Context: an optimization exercise on an open-source flow, tuned for small area, a short achievable clock period and few clock cycles per item. The choices shown serve that exercise and are no tape-out recipe.
RTL that was checked went through simulation tests only; none was proved equivalent to the original.
Power is estimated from default activity; no workload was simulated.

Setup of run 1:
==> module conv_rd_bit, before the edit <==
module conv_rd_bit #(
    parameter bit HAS_ST = 1'b0
)
(
    input  logic [1:0] adr,
    input  logic       res,
    input  logic       st,
    output logic       dat
);
    if (HAS_ST) begin : g_st
        assign dat = (adr[0] && !adr[1] && res) || (adr[1] && !adr[0] && st);
    end else begin : g_res
        assign dat = adr[0] && !adr[1] && res;
    end
endmodule
==> module conv_acc, before the edit <==
module conv_acc
(
    input  logic        clk,
    input  logic        arst_n,
    input  logic        wb_cyc,
    input  logic        wb_stb,
    input  logic        wb_we,
    input  logic [1:0]  wb_adr,
    input  logic [31:0] wb_dat_i,
    output logic        wb_ack,
    output logic [31:0] wb_dat_o
);
    localparam int DEPTH = conv_pkg::RES_DEPTH - 1;
    logic               req;
    logic               wr_operand;
    logic               rd_result;
    logic               wr_clear;
    logic               accept;
    logic               pop;
    logic               full;
    conv_pkg::operand_t op;
    logic [15:0]        cs_a;
    logic [15:0]        cs_b;
    logic               cs_c;
    logic               stage_v;
    logic [15:0]        st_a;
    logic [15:0]        st_b;
    logic               st_c;
    logic [15:0]        mac;
    logic               head_v;
    logic [15:0]        head;
    logic [15:0]        mem [DEPTH];
    logic [4:0]         nrsel;
    logic [4:0]         rsel;
    logic               more;
    logic               shift;
    logic               take;
    logic               head_en;
    logic [DEPTH-1:0]   pick;
    logic [15:0]        oldest;
    logic [15:0]        head_d;
    logic               overflow;
    logic               underflow;
    logic               busy;
    logic [3:0]         status;
    assign req        = wb_cyc && wb_stb;
    assign wb_ack     = req;
    assign wr_operand = req &&  wb_we && !wb_adr[1] && !wb_adr[0];
    assign rd_result  = req && !wb_we && !wb_adr[1] &&  wb_adr[0];
    assign wr_clear   = req &&  wb_we &&  wb_adr[1] &&  wb_adr[0];
    assign rsel   = ~nrsel;
    assign more   = !rsel[4];
    assign full   = head_v && ((rsel == 5'd14) || (stage_v && (rsel == 5'd13)));
    assign accept = wr_operand && !full;
    assign pop    = rd_result && head_v;
    assign shift   = stage_v && head_v && (more || !pop);
    assign take    = pop && more;
    assign head_en = pop || (stage_v && !head_v);
    always_ff @(posedge clk or negedge arst_n) begin
        if (!arst_n) begin
            stage_v   <= 1'b0;
            head_v    <= 1'b0;
            nrsel     <= '0;
            overflow  <= 1'b0;
            underflow <= 1'b0;
        end else begin
            stage_v <= accept;
            if (pop && !more && !stage_v) begin
                head_v <= 1'b0;
            end else if (stage_v) begin
                head_v <= 1'b1;
            end
            case ({shift, take})
                2'b10:   nrsel <= nrsel - 1'b1;
                2'b01:   nrsel <= nrsel + 1'b1;
                default: nrsel <= nrsel;
            endcase
            if (wr_clear) begin
                overflow  <= 1'b0;
                underflow <= 1'b0;
            end else begin
                if (wr_operand && full)   overflow  <= 1'b1;
                if (rd_result && !head_v) underflow <= 1'b1;
            end
        end
    end
    assign op = conv_pkg::operand_t'(wb_dat_i);
    conv_mac_cs u_mac (
        .f     (op.fltr),
        .x     (op.ifmap),
        .psum  (op.psum),
        .row_a (cs_a),
        .row_b (cs_b),
        .cin   (cs_c)
    );
    always_ff @(posedge clk) begin
        st_a <= cs_a;
        st_b <= cs_b;
        st_c <= cs_c;
    end
    conv_add16 u_add (
        .a  (st_a),
        .b  (st_b),
        .ci (st_c),
        .s  (mac)
    );
    always_comb begin
        for (int i = 0; i < DEPTH; i++) begin
            pick[i] = (rsel[3:0] == i);
        end
    end
    for (genvar b = 0; b < 16; b++) begin : g_pick
        logic [DEPTH-1:0] col;
        for (genvar i = 0; i < DEPTH; i++) begin : g_col
            assign col[i] = mem[i][b];
        end
        conv_pick #(.N(DEPTH)) u_pick (
            .sel (pick),
            .d   (col),
            .q   (oldest[b])
        );
    end
    assign head_d = more ? oldest : (stage_v ? mac : 16'd0);
    always_ff @(posedge clk or negedge arst_n) begin
        if (!arst_n) begin
            head <= '0;
        end else if (head_en) begin
            head <= head_d;
        end
    end
    always_ff @(posedge clk) begin
        if (shift) begin
            mem[0] <= mac;
            for (int i = 1; i < DEPTH; i++) begin
                mem[i] <= mem[i-1];
            end
        end
    end
    assign busy   = head_v || stage_v;
    assign status = {busy, !busy, underflow, overflow};
    for (genvar b = 0; b < 16; b++) begin : g_rd
        conv_rd_bit #(.HAS_ST(b < 4)) u_rd (
            .adr    (wb_adr),
            .res    (head[b]),
            .st     ((b < 4) ? status[b % 4] : 1'b0),
            .dat    (wb_dat_o[b])
        );
    end
    assign wb_dat_o[31:16] = '0;
endmodule
make LEC_CHECK=0 CAP_MARGIN=20 CORE_MARGIN=2 CORE_UTILIZATION=70 CTS_BUF_LIST=sky130_fd_sc_hd__clkbuf_16 CTS_CLUSTER_DIAMETER=120 CTS_CLUSTER_SIZE=30 SETUP_SLACK_MARGIN=3.8 SLEW_MARGIN=20 SYNTH_HIERARCHICAL=1 TNS_END_PERCENT=100 finish   # period 7.0 ns
run.sh (not shown) runs the stock make flow with config.mk's settings and CLKGATE_MAP_FILE= SYNTH_SCRIPT=/design/flow/synth_recipe.tcl, a recipe that flattens the netlist after the stock synthesis.
Testbench counts of run 1, summed over its fixed seeds: cycles 9,600, items 3,200.
The following lists how run 2 was set up differently from run 1:
diff --git a/flow/design.v b/flow/design.v
--- a/flow/design.v
+++ b/flow/design.v
@@ -447,14 +447,15 @@
     parameter bit HAS_ST = 1'b0
 )
 (
     input  logic [1:0] adr,
+    input  logic [1:0] adr_n,
     input  logic       res,
     input  logic       st,
     output logic       dat
 );
     if (HAS_ST) begin : g_st
-        assign dat = (adr[0] && !adr[1] && res) || (adr[1] && !adr[0] && st);
+        assign dat = (adr[0] && adr_n[1] && res) || (adr[1] && adr_n[0] && st);
     end else begin : g_res
         assign dat = adr[0] && !adr[1] && res;
     end
 endmodule
@@ -512,8 +513,9 @@
     logic               overflow;
     logic               underflow;
     logic               busy;
     logic [3:0]         status;
+    logic [1:0]         adr_n;
     assign req        = wb_cyc && wb_stb;
     assign wb_ack     = req;
     assign wr_operand = req &&  wb_we && !wb_adr[1] && !wb_adr[0];
     assign rd_result  = req && !wb_we && !wb_adr[1] &&  wb_adr[0];
@@ -605,13 +607,15 @@
                 mem[i] <= mem[i-1];
             end
         end
     end
+    assign adr_n  = ~wb_adr;
     assign busy   = head_v || stage_v;
     assign status = {busy, !busy, underflow, overflow};
     for (genvar b = 0; b < 16; b++) begin : g_rd
         conv_rd_bit #(.HAS_ST(b < 4)) u_rd (
             .adr    (wb_adr),
+            .adr_n  (adr_n),
             .res    (head[b]),
             .st     ((b < 4) ? status[b % 4] : 1'b0),
             .dat    (wb_dat_o[b])
         );
- Delta (run 2 minus run 1): power went up 0.76%; met3 routing resource usage after global routing went down 0.75 points.
- Diff run 1 -> run 2 | total wirelength of the detailed-routed design | down slightly
- Run 2 against run 1: synthesized instance count level, final area went up by 220 um2.
- In the flow results for run 1 and run 2, the detail-routed via count per cell is larger on run 1.
- Run 1 reports its start point of the critical path as wb_adr[0] while run 2 reports wb_adr[1].
- When run 2 is set beside run 1, its wire length on met2 turns out to be 0.77% smaller.
- From run 1 to run 2 the numbers moved as follows: highest net fanout along the worst path moved down; number of setup buffers added after CTS moved up; global placement routability congestion moved down; fmax moved up.
- There was hardly any difference in fraction of area in multi-input gates between run 1 and run 2.
No functional check of the RTL was part of run 2.

-- separate check: timing with driven ports --
Ports are ideal in the flow. The routed layouts listed here were re-timed in OpenROAD.
Step 1 sets driving cells, clkbuf_16 on the clock port and buf_2 on the other inputs (assumed; they add their load-dependent delay and slew).
Step 2 times the ports against the registers' clock, not the clock port: input delays grow and output delays shrink by t, the midpoint of the rising clock arrivals with the driver on.
Three values: ideal ports, drivers, drivers and shift; two values: the first two.
run	t (ns)	setup slack, ns	latest minus earliest clock arrival (ns)
run 1	0.529	3.708 / 3.487 / 3.223	0.016 / 0.016
run 2	0.536	3.720 / 3.519 / 3.126	0.032 / 0.032
After both steps setup and hold are still met in every run listed. The setup slack of run 2, which loses most, moves by -0.201 ns with the drivers and by -0.594 ns with both steps.
